This is an optimization exercise on Yosys and OpenROAD, whose aim is small area, a short achievable clock period and few clock cycles per item, not a production implementation.
At most, simulation tests tie the RTL to the original design; equivalence was not proved.
Power and IR drop assume default switching activity.

==> build 74: inputs <==
==> flow/design.v <==
module dmem_ctrl (
  input  logic        clk,
  input  logic        rst_n,
  input  logic        req_valid,
  output logic        req_ready,
  input  logic        req_we,
  input  logic [1:0]  req_size,
  input  logic        req_unsigned,
  input  logic [31:0] req_addr,
  input  logic [31:0] req_wdata,
  output logic        rsp_valid,
  input  logic        rsp_ready,
  output logic [31:0] rsp_rdata,
  output logic        rsp_err
);
  localparam int NW = 100;    
  localparam int NG = 4;      
  logic       accept, take;
  logic       req_ready_q;
  logic [2:0] cnt_q;          
  assign accept = req_valid && req_ready_q;
  assign take   = rsp_valid && rsp_ready;
  logic cur_err;
  assign cur_err = (req_size == 2'b11) ||
                   (req_size == 2'b01 && req_addr[0]) ||
                   (req_size == 2'b10 && req_addr[1:0] != 2'b00) ||
                   (|req_addr[31:9]) ||
                   (req_addr[8] && req_addr[7] && (req_addr[6] || req_addr[5] || req_addr[4]));
  logic [3:0] be_in;
  always_comb begin
    case (req_size)
      2'b00:   be_in = 4'b0001 << req_addr[1:0];
      2'b01:   be_in = req_addr[1] ? 4'b1100 : 4'b0011;
      default: be_in = 4'b1111;
    endcase
  end
  logic        v0_q;           
  logic [3:0]  be0_q;          
  logic [31:0] lsel0_q;        
  logic [3:0]  gsel0_q;        
  logic [31:0] wd0_q;          
  logic        ld0_q;          
  logic        err0_q;
  logic [1:0]  lane0_q, size0_q;
  logic        uns0_q;
  always_ff @(posedge clk or negedge rst_n) begin
    if (!rst_n) begin
      v0_q  <= 1'b0;
      be0_q <= 4'b0;
    end else begin
      v0_q  <= accept;
      be0_q <= (accept && req_we && !cur_err) ? be_in : 4'b0;
    end
  end
  always_ff @(posedge clk) begin
    for (int j = 0; j < 32; j++) lsel0_q[j] <= (req_addr[6:2] == 5'(j));
    for (int g = 0; g < NG; g++) gsel0_q[g] <= (req_addr[8:7] == 2'(g));
    lane0_q <= req_addr[1:0];
    size0_q <= req_size;
    uns0_q  <= req_unsigned;
    ld0_q   <= !req_we && !cur_err;
    err0_q  <= cur_err;
    case (req_size)
      2'b00:   wd0_q <= {4{req_wdata[7:0]}};
      2'b01:   wd0_q <= {2{req_wdata[15:0]}};
      default: wd0_q <= req_wdata;
    endcase
  end
  logic [NW-1:0][31:0] mem;
  logic [NW-1:0]       wsel;
  for (genvar w = 0; w < NW; w++) begin : g_word
    assign wsel[w] = gsel0_q[w / 32] && lsel0_q[w % 32];
    for (genvar b = 0; b < 4; b++) begin : g_byte
      always_ff @(posedge clk)
        if (wsel[w] && be0_q[b]) mem[w][8*b +: 8] <= wd0_q[8*b +: 8];
    end
  end
  logic [NG-1:0][31:0] part;
  always_comb begin
    for (int g = 0; g < NG; g++) begin
      part[g] = 32'd0;
      for (int j = 0; j < 32; j++)
        if (g * 32 + j < NW) part[g] = part[g] | (mem[g * 32 + j] & {32{lsel0_q[j]}});
    end
  end
  logic                v1_q;
  logic [NG-1:0][31:0] part1_q;
  logic [NG-1:0]       gsel1_q;
  logic                ld1_q, err1_q;
  logic [1:0]          lane1_q, size1_q;
  logic                uns1_q;
  always_ff @(posedge clk or negedge rst_n) begin
    if (!rst_n) v1_q <= 1'b0;
    else        v1_q <= v0_q;
  end
  always_ff @(posedge clk) begin
    part1_q <= part;
    for (int g = 0; g < NG; g++) gsel1_q[g] <= gsel0_q[g];
    ld1_q   <= ld0_q;
    err1_q  <= err0_q;
    lane1_q <= lane0_q;
    size1_q <= size0_q;
    uns1_q  <= uns0_q;
  end
  logic [31:0] word2, load2, res_rdata;
  logic [7:0]  sel_b;
  logic [15:0] sel_h;
  always_comb begin
    word2 = 32'd0;
    for (int g = 0; g < NG; g++) word2 = word2 | (part1_q[g] & {32{gsel1_q[g]}});
    sel_b = word2[{lane1_q, 3'b000} +: 8];
    sel_h = lane1_q[1] ? word2[31:16] : word2[15:0];
    case (size1_q)
      2'b00:   load2 = {{24{~uns1_q & sel_b[7]}}, sel_b};
      2'b01:   load2 = {{16{~uns1_q & sel_h[15]}}, sel_h};
      default: load2 = word2;
    endcase
    res_rdata = ld1_q ? load2 : 32'd0;
  end
  logic        hv_q;                
  logic [31:0] hd_q;
  logic        he_q;
  logic [2:0][31:0] sd_q;           
  logic [2:0]       se_q;
  logic [1:0]  wp_q, rp_q;          
  logic [1:0]  sc_q;                
  logic head_free, from_skid, to_head, to_skid;
  assign head_free = !hv_q || rsp_ready;
  assign from_skid = head_free && (sc_q != 2'd0);
  assign to_head   = head_free && (sc_q == 2'd0) && v1_q;
  assign to_skid   = v1_q && !to_head;
  always_ff @(posedge clk or negedge rst_n) begin
    if (!rst_n) begin
      hv_q <= 1'b0;
      wp_q <= 2'd0;
      rp_q <= 2'd0;
      sc_q <= 2'd0;
    end else begin
      if (head_free) hv_q <= from_skid || to_head;
      if (to_skid)   wp_q <= (wp_q == 2'd2) ? 2'd0 : wp_q + 2'd1;
      if (from_skid) rp_q <= (rp_q == 2'd2) ? 2'd0 : rp_q + 2'd1;
      sc_q <= sc_q + {1'b0, to_skid} - {1'b0, from_skid};
    end
  end
  always_ff @(posedge clk) begin
    if (from_skid) begin
      hd_q <= sd_q[rp_q];
      he_q <= se_q[rp_q];
    end else if (to_head) begin
      hd_q <= res_rdata;
      he_q <= err1_q;
    end
    for (int k = 0; k < 3; k++)
      if (to_skid && wp_q == 2'(k)) begin
        sd_q[k] <= res_rdata;
        se_q[k] <= err1_q;
      end
  end
  logic [2:0] cnt_d;
  assign cnt_d = cnt_q + {2'b0, accept} - {2'b0, take};
  always_ff @(posedge clk or negedge rst_n) begin
    if (!rst_n) begin
      cnt_q       <= 3'd0;
      req_ready_q <= 1'b1;
    end else begin
      cnt_q       <= cnt_d;
      req_ready_q <= (cnt_d < 3'd4);
    end
  end
  assign req_ready = req_ready_q;
  assign rsp_valid = hv_q;
  assign rsp_rdata = hd_q;
  assign rsp_err   = he_q;
endmodule
==> flow/run.sh <==
#!/bin/bash
# synth_recipe.tcl (not shown) runs the flow's synth.tcl, then flattens the netlist and writes it again
# the make line also repeats each setting of config.mk as NAME=value (left out here)
make -C /OpenROAD-flow-scripts/flow DESIGN_CONFIG=/design/flow/config.mk WORK_HOME=/design/flow/orfs CLKGATE_MAP_FILE= SYNTH_SCRIPT=/design/flow/synth_recipe.tcl finish
==> flow/config.mk <==
export PLATFORM = sky130hd
export DESIGN_NAME = dmem_ctrl
export DESIGN_NICKNAME = dmem_ctrl
export VERILOG_FILES = /design/flow/design.v
export SDC_FILE = /design/flow/constraint.sdc
export NUM_CORES = 4
export LEC_CHECK = 0
export CAP_MARGIN = 20
export CORE_MARGIN = 2
export CORE_UTILIZATION = 40
export CTS_BUF_LIST = sky130_fd_sc_hd__clkbuf_4 sky130_fd_sc_hd__clkbuf_8
export CTS_CLUSTER_SIZE = 30
export PLACE_DENSITY = 0.5
export SETUP_SLACK_MARGIN = 3.4
export SLEW_MARGIN = 20
==> flow/constraint.sdc <==
create_clock -name core_clock -period 6.0 [get_ports {clk}]
set_input_delay 1.2000 -clock core_clock [delete_from_list [all_inputs] [get_ports {clk}]]
set_output_delay 1.2000 -clock core_clock [all_outputs]
set_load 0.01 [all_outputs]
==> inputs of build 31, as changes to build 74 <==
==> flow/design.v (replaced) <==
module dmem_ctrl (
  input  logic        clk,
  input  logic        rst_n,
  input  logic        req_valid,
  output logic        req_ready,
  input  logic        req_we,
  input  logic [1:0]  req_size,
  input  logic        req_unsigned,
  input  logic [31:0] req_addr,
  input  logic [31:0] req_wdata,
  output logic        rsp_valid,
  input  logic        rsp_ready,
  output logic [31:0] rsp_rdata,
  output logic        rsp_err
);
  localparam int NW = 100;    
  logic       accept, take;
  logic       req_ready_q;
  logic [2:0] cnt_q;          
  assign accept = req_valid && req_ready_q;
  assign take   = rsp_valid && rsp_ready;
  logic cur_err;
  assign cur_err = (req_size == 2'b11) ||
                   (req_size == 2'b01 && req_addr[0]) ||
                   (req_size == 2'b10 && req_addr[1:0] != 2'b00) ||
                   (|req_addr[31:9]) ||
                   (req_addr[8] && req_addr[7] && (req_addr[6] || req_addr[5] || req_addr[4]));
  logic [3:0] be_in;
  always_comb begin
    case (req_size)
      2'b00:   be_in = 4'b0001 << req_addr[1:0];
      2'b01:   be_in = req_addr[1] ? 4'b1100 : 4'b0011;
      default: be_in = 4'b1111;
    endcase
  end
  logic        v0_q;           
  logic [3:0]  be0_q;          
  logic [31:0] wd0_q;          
  logic [15:0] lo0_q;          
  logic [6:0]  hi0_q;          
  logic        ld0_q;          
  logic        err0_q;
  logic [1:0]  lane0_q, size0_q;
  logic        uns0_q;
  always_ff @(posedge clk or negedge rst_n) begin
    if (!rst_n) begin
      v0_q  <= 1'b0;
      be0_q <= 4'b0;
    end else begin
      v0_q  <= accept;
      be0_q <= (accept && req_we && !cur_err) ? be_in : 4'b0;
    end
  end
  always_ff @(posedge clk) begin
    for (int j = 0; j < 16; j++) lo0_q[j] <= (req_addr[5:2] == 4'(j));
    for (int h = 0; h < 7; h++)  hi0_q[h] <= (req_addr[8:6] == 3'(h));
    lane0_q <= req_addr[1:0];
    size0_q <= req_size;
    uns0_q  <= req_unsigned;
    ld0_q   <= !req_we && !cur_err;
    err0_q  <= cur_err;
    case (req_size)
      2'b00:   wd0_q <= {4{req_wdata[7:0]}};
      2'b01:   wd0_q <= {2{req_wdata[15:0]}};
      default: wd0_q <= req_wdata;
    endcase
  end
  logic [NW-1:0][31:0] mem;
  logic [NW-1:0]       rsel;
  logic [31:0]         word;
  for (genvar w = 0; w < NW; w++) begin : g_word
    assign rsel[w] = hi0_q[w / 16] && lo0_q[w % 16];
    for (genvar b = 0; b < 4; b++) begin : g_byte
      always_ff @(posedge clk)
        if (rsel[w] && be0_q[b]) mem[w][8*b +: 8] <= wd0_q[8*b +: 8];
    end
  end
  always_comb begin
    word = 32'd0;
    for (int w = 0; w < NW; w++) word = word | (mem[w] & {32{rsel[w]}});
  end
  logic        v1_q;
  logic [31:0] word1_q;
  logic        ld1_q, err1_q;
  logic [1:0]  lane1_q, size1_q;
  logic        uns1_q;
  always_ff @(posedge clk or negedge rst_n) begin
    if (!rst_n) v1_q <= 1'b0;
    else        v1_q <= v0_q;
  end
  always_ff @(posedge clk) begin
    word1_q <= word;
    ld1_q   <= ld0_q;
    err1_q  <= err0_q;
    lane1_q <= lane0_q;
    size1_q <= size0_q;
    uns1_q  <= uns0_q;
  end
  logic [31:0] load2, res_rdata;
  logic [7:0]  sel_b;
  logic [15:0] sel_h;
  always_comb begin
    sel_b = word1_q[{lane1_q, 3'b000} +: 8];
    sel_h = lane1_q[1] ? word1_q[31:16] : word1_q[15:0];
    case (size1_q)
      2'b00:   load2 = {{24{~uns1_q & sel_b[7]}}, sel_b};
      2'b01:   load2 = {{16{~uns1_q & sel_h[15]}}, sel_h};
      default: load2 = word1_q;
    endcase
    res_rdata = ld1_q ? load2 : 32'd0;
  end
  logic             hv_q;           
  logic [31:0]      hd_q;           
  logic             he_q;           
  logic [3:0][31:0] qd_q;
  logic [3:0]       qe_q;
  logic [1:0]       wp_q, rp_q;
  logic [2:0]       qc_q;
  logic       push, pop, show_new;
  logic [1:0] rp_n;
  logic [2:0] qc_d;
  assign push     = v1_q;
  assign pop      = take;
  assign qc_d     = qc_q + {2'b0, push} - {2'b0, pop};
  assign rp_n     = rp_q + {1'b0, pop};
  assign show_new = (qc_q == 3'd0) || (qc_q == 3'd1 && pop);
  always_ff @(posedge clk or negedge rst_n) begin
    if (!rst_n) begin
      hv_q <= 1'b0;
      wp_q <= 2'd0;
      rp_q <= 2'd0;
      qc_q <= 3'd0;
    end else begin
      hv_q <= (qc_d != 3'd0);
      if (push) wp_q <= wp_q + 2'd1;
      rp_q <= rp_n;
      qc_q <= qc_d;
    end
  end
  always_ff @(posedge clk) begin
    if (show_new) begin
      hd_q <= res_rdata;
      he_q <= err1_q;
    end else begin
      hd_q <= qd_q[rp_n];
      he_q <= qe_q[rp_n];
    end
    for (int k = 0; k < 4; k++)
      if (push && wp_q == 2'(k)) begin
        qd_q[k] <= res_rdata;
        qe_q[k] <= err1_q;
      end
  end
  logic [2:0] cnt_d;
  assign cnt_d = cnt_q + {2'b0, accept} - {2'b0, take};
  always_ff @(posedge clk or negedge rst_n) begin
    if (!rst_n) begin
      cnt_q       <= 3'd0;
      req_ready_q <= 1'b1;
    end else begin
      cnt_q       <= cnt_d;
      req_ready_q <= (cnt_d < 3'd4);
    end
  end
  assign req_ready = req_ready_q;
  assign rsp_valid = hv_q;
  assign rsp_rdata = hd_q;
  assign rsp_err   = he_q;
endmodule
--- a/flow/config.mk
+++ b/flow/config.mk
@@ -8,8 +8,5 @@
 export CAP_MARGIN = 20
 export CORE_MARGIN = 2
 export CORE_UTILIZATION = 40
-export CTS_BUF_LIST = sky130_fd_sc_hd__clkbuf_4 sky130_fd_sc_hd__clkbuf_8
-export CTS_CLUSTER_SIZE = 30
 export PLACE_DENSITY = 0.5
-export SETUP_SLACK_MARGIN = 3.4
 export SLEW_MARGIN = 20
==> inputs of build 48, as changes to build 74 <==
--- a/flow/design.v
+++ b/flow/design.v
@@ -35,22 +35,15 @@
     endcase
   end
   logic        v0_q;           
-  logic [3:0]  be0_q;          
   logic [31:0] lsel0_q;        
   logic [3:0]  gsel0_q;        
-  logic [31:0] wd0_q;          
   logic        ld0_q;          
   logic        err0_q;
   logic [1:0]  lane0_q, size0_q;
   logic        uns0_q;
   always_ff @(posedge clk or negedge rst_n) begin
-    if (!rst_n) begin
-      v0_q  <= 1'b0;
-      be0_q <= 4'b0;
-    end else begin
-      v0_q  <= accept;
-      be0_q <= (accept && req_we && !cur_err) ? be_in : 4'b0;
-    end
+    if (!rst_n) v0_q <= 1'b0;
+    else        v0_q <= accept;
   end
   always_ff @(posedge clk) begin
     for (int j = 0; j < 32; j++) lsel0_q[j] <= (req_addr[6:2] == 5'(j));
@@ -60,19 +53,26 @@
     uns0_q  <= req_unsigned;
     ld0_q   <= !req_we && !cur_err;
     err0_q  <= cur_err;
-    case (req_size)
-      2'b00:   wd0_q <= {4{req_wdata[7:0]}};
-      2'b01:   wd0_q <= {2{req_wdata[15:0]}};
-      default: wd0_q <= req_wdata;
-    endcase
   end
   logic [NW-1:0][31:0] mem;
-  logic [NW-1:0]       wsel;
+  logic [3:0]          wbe;
+  logic [31:0]         wd;
+  logic [31:0]         wl;
+  logic [3:0]          wg;
+  assign wbe = (rst_n && accept && req_we && !cur_err) ? be_in : 4'b0;
+  always_comb begin
+    case (req_size)
+      2'b00:   wd = {4{req_wdata[7:0]}};
+      2'b01:   wd = {2{req_wdata[15:0]}};
+      default: wd = req_wdata;
+    endcase
+    for (int j = 0; j < 32; j++) wl[j] = (req_addr[6:2] == 5'(j));
+    for (int g = 0; g < NG; g++) wg[g] = (req_addr[8:7] == 2'(g));
+  end
   for (genvar w = 0; w < NW; w++) begin : g_word
-    assign wsel[w] = gsel0_q[w / 32] && lsel0_q[w % 32];
     for (genvar b = 0; b < 4; b++) begin : g_byte
       always_ff @(posedge clk)
-        if (wsel[w] && be0_q[b]) mem[w][8*b +: 8] <= wd0_q[8*b +: 8];
+        if (wg[w / 32] && wl[w % 32] && wbe[b]) mem[w][8*b +: 8] <= wd[8*b +: 8];
     end
   end
   logic [NG-1:0][31:0] part;
@@ -117,43 +117,46 @@
     endcase
     res_rdata = ld1_q ? load2 : 32'd0;
   end
-  logic        hv_q;                
-  logic [31:0] hd_q;
-  logic        he_q;
-  logic [2:0][31:0] sd_q;           
-  logic [2:0]       se_q;
-  logic [1:0]  wp_q, rp_q;          
-  logic [1:0]  sc_q;                
-  logic head_free, from_skid, to_head, to_skid;
-  assign head_free = !hv_q || rsp_ready;
-  assign from_skid = head_free && (sc_q != 2'd0);
-  assign to_head   = head_free && (sc_q == 2'd0) && v1_q;
-  assign to_skid   = v1_q && !to_head;
+  logic             hv_q;           
+  logic [31:0]      hd_q;           
+  logic             he_q;           
+  logic [3:0][31:0] qd_q;
+  logic [3:0]       qe_q;
+  logic [1:0]       wp_q, rp_q;
+  logic [2:0]       qc_q;
+  logic       push, pop, show_new;
+  logic [1:0] rp_n;
+  logic [2:0] qc_d;
+  assign push     = v1_q;
+  assign pop      = take;
+  assign qc_d     = qc_q + {2'b0, push} - {2'b0, pop};
+  assign rp_n     = rp_q + {1'b0, pop};
+  assign show_new = (qc_q == 3'd0) || (qc_q == 3'd1 && pop);
   always_ff @(posedge clk or negedge rst_n) begin
     if (!rst_n) begin
       hv_q <= 1'b0;
       wp_q <= 2'd0;
       rp_q <= 2'd0;
-      sc_q <= 2'd0;
+      qc_q <= 3'd0;
     end else begin
-      if (head_free) hv_q <= from_skid || to_head;
-      if (to_skid)   wp_q <= (wp_q == 2'd2) ? 2'd0 : wp_q + 2'd1;
-      if (from_skid) rp_q <= (rp_q == 2'd2) ? 2'd0 : rp_q + 2'd1;
-      sc_q <= sc_q + {1'b0, to_skid} - {1'b0, from_skid};
+      hv_q <= (qc_d != 3'd0);
+      if (push) wp_q <= wp_q + 2'd1;
+      rp_q <= rp_n;
+      qc_q <= qc_d;
     end
   end
   always_ff @(posedge clk) begin
-    if (from_skid) begin
-      hd_q <= sd_q[rp_q];
-      he_q <= se_q[rp_q];
-    end else if (to_head) begin
+    if (show_new) begin
       hd_q <= res_rdata;
       he_q <= err1_q;
+    end else begin
+      hd_q <= qd_q[rp_n];
+      he_q <= qe_q[rp_n];
     end
-    for (int k = 0; k < 3; k++)
-      if (to_skid && wp_q == 2'(k)) begin
-        sd_q[k] <= res_rdata;
-        se_q[k] <= err1_q;
+    for (int k = 0; k < 4; k++)
+      if (push && wp_q == 2'(k)) begin
+        qd_q[k] <= res_rdata;
+        qe_q[k] <= err1_q;
       end
   end
   logic [2:0] cnt_d;
--- a/flow/config.mk
+++ b/flow/config.mk
@@ -8,8 +8,7 @@
 export CAP_MARGIN = 20
 export CORE_MARGIN = 2
 export CORE_UTILIZATION = 40
-export CTS_BUF_LIST = sky130_fd_sc_hd__clkbuf_4 sky130_fd_sc_hd__clkbuf_8
-export CTS_CLUSTER_SIZE = 30
+export CTS_CLUSTER_SIZE = 20
 export PLACE_DENSITY = 0.5
-export SETUP_SLACK_MARGIN = 3.4
+export SETUP_SLACK_MARGIN = 3.3
 export SLEW_MARGIN = 20
==> qor summary <==
| item | build 74 | build 48 | build 31 |
|---|---|---|---|
| First-pass GRT wire length | 610,000 µm | 680,000 µm | 715,000 µm |
| End of the worst register-to-register path | part1_q[35] | part1_q[30] | word1_q[30] |
| Sort of element at the start of the critical path | flip-flop | input pin | flip-flop |
| Count of cells along the worst register-to-register path | 5 | 5 | 6 |
| Proportion of layout cells with a drive suffix above 1 | 17.7% | 22.8% | 11.1% |
| Crit path setup slack, layout | 2.93 ns | 3.00 ns | 2.26 ns |
| Launching point of the worst reg2reg path | lsel0_q[16] | lsel0_q[3] | hi0_q[1] |
| Xor-xnor portion of the synthesized cell area | 0.0273% | 0.0411% | 0.0408% |
| Kind of capture point of the worst setup path | primary output | flip-flop | flip-flop |
| Largest vdd supply drop | 0.000220 V | 0.000242 V | 0.000324 V |
| Clock root buffer master | clkbuf_8 | clkbuf_16 | clkbuf_16 |
| Avg Inst Size Synth | 18.0 µm² | 17.9 µm² | 17.4 µm² |
| Switching portion of total power | 23.6% | 22.8% | 23.2% |
| Worst setup path end | rsp_rdata[22] | mem[2047] | word1_q[30] |
| Non-CTS buffers | 274 | 662 | 303 |
| Drt total wl | 451,000 µm | 517,000 µm | 543,000 µm |
| Met2 Usage GRT | 43.1% | 45.4% | 49.0% |
| Fraction of area in multi-input gates | 14.7% | 16.0% | 15.9% |
| Share of synthesized area occupied by flip-flops and latches | 81.6% | 81.9% | 80.0% |
| Outcome | timing/DRC/antenna clean | timing/DRC/antenna clean | timing/DRC/antenna clean |
| Combinational share of power | 5.0% | 5.8% | 5.7% |
| NonClk Buf Share | 2.13% | 5.60% | 2.05% |
| Placed cell areas | 134,000 µm² | 135,000 µm² | 135,000 µm² |
| Number of cells produced by synthesis | 7,135 | 7,143 | 7,398 |
| Sum of met2 wire segment lengths after detailed routing | 214,000 µm | 223,000 µm | 240,000 µm |
Testbench counts of build 31, summed over its fixed seeds: cycles 24,024, items 24,000.
The RTL of build 74 and build 48 was laid out without a check of its function.

## port drivers added, routing unchanged
The flow's constraints put no driver on any port. The routed layouts listed below were extracted and timed again, unchanged, in two steps. Step 1 assumes that a clkbuf_16 drives the clock port and a buf_2 every other input. Step 2 adds t to the input delays and takes it off the output delays; t is the mean of the earliest and latest rising clock arrival at the registers after step 1. Input paths then give back, and output paths get back, about the clock's delay inside the block. Three values: no drivers, after step 1, after step 2; two values: the first two.
| run | shift t [ns] | setup WS [ns] | worst hold slack (ns) | latest minus earliest clock arrival (ns) |
|---|---|---|---|---|
| build 74 | 1.225 | 2.932 / 2.836 / 2.422 | 0.065 / -0.011 / 0.339 | 0.095 / 0.095 |
| build 31 | 1.054 | 2.259 / 2.259 / 1.925 | 0.236 / 0.144 / 0.321 | 0.072 / 0.072 |
| build 48 | 1.063 | 3.005 / 3.074 / 2.023 | 0.276 / 0.276 / 0.276 | 0.078 / 0.078 |
After both steps setup and hold are still met in every run listed. For build 48, which loses most, drivers alone change the setup slack by +0.069 ns; drivers and shift together by -0.982 ns.
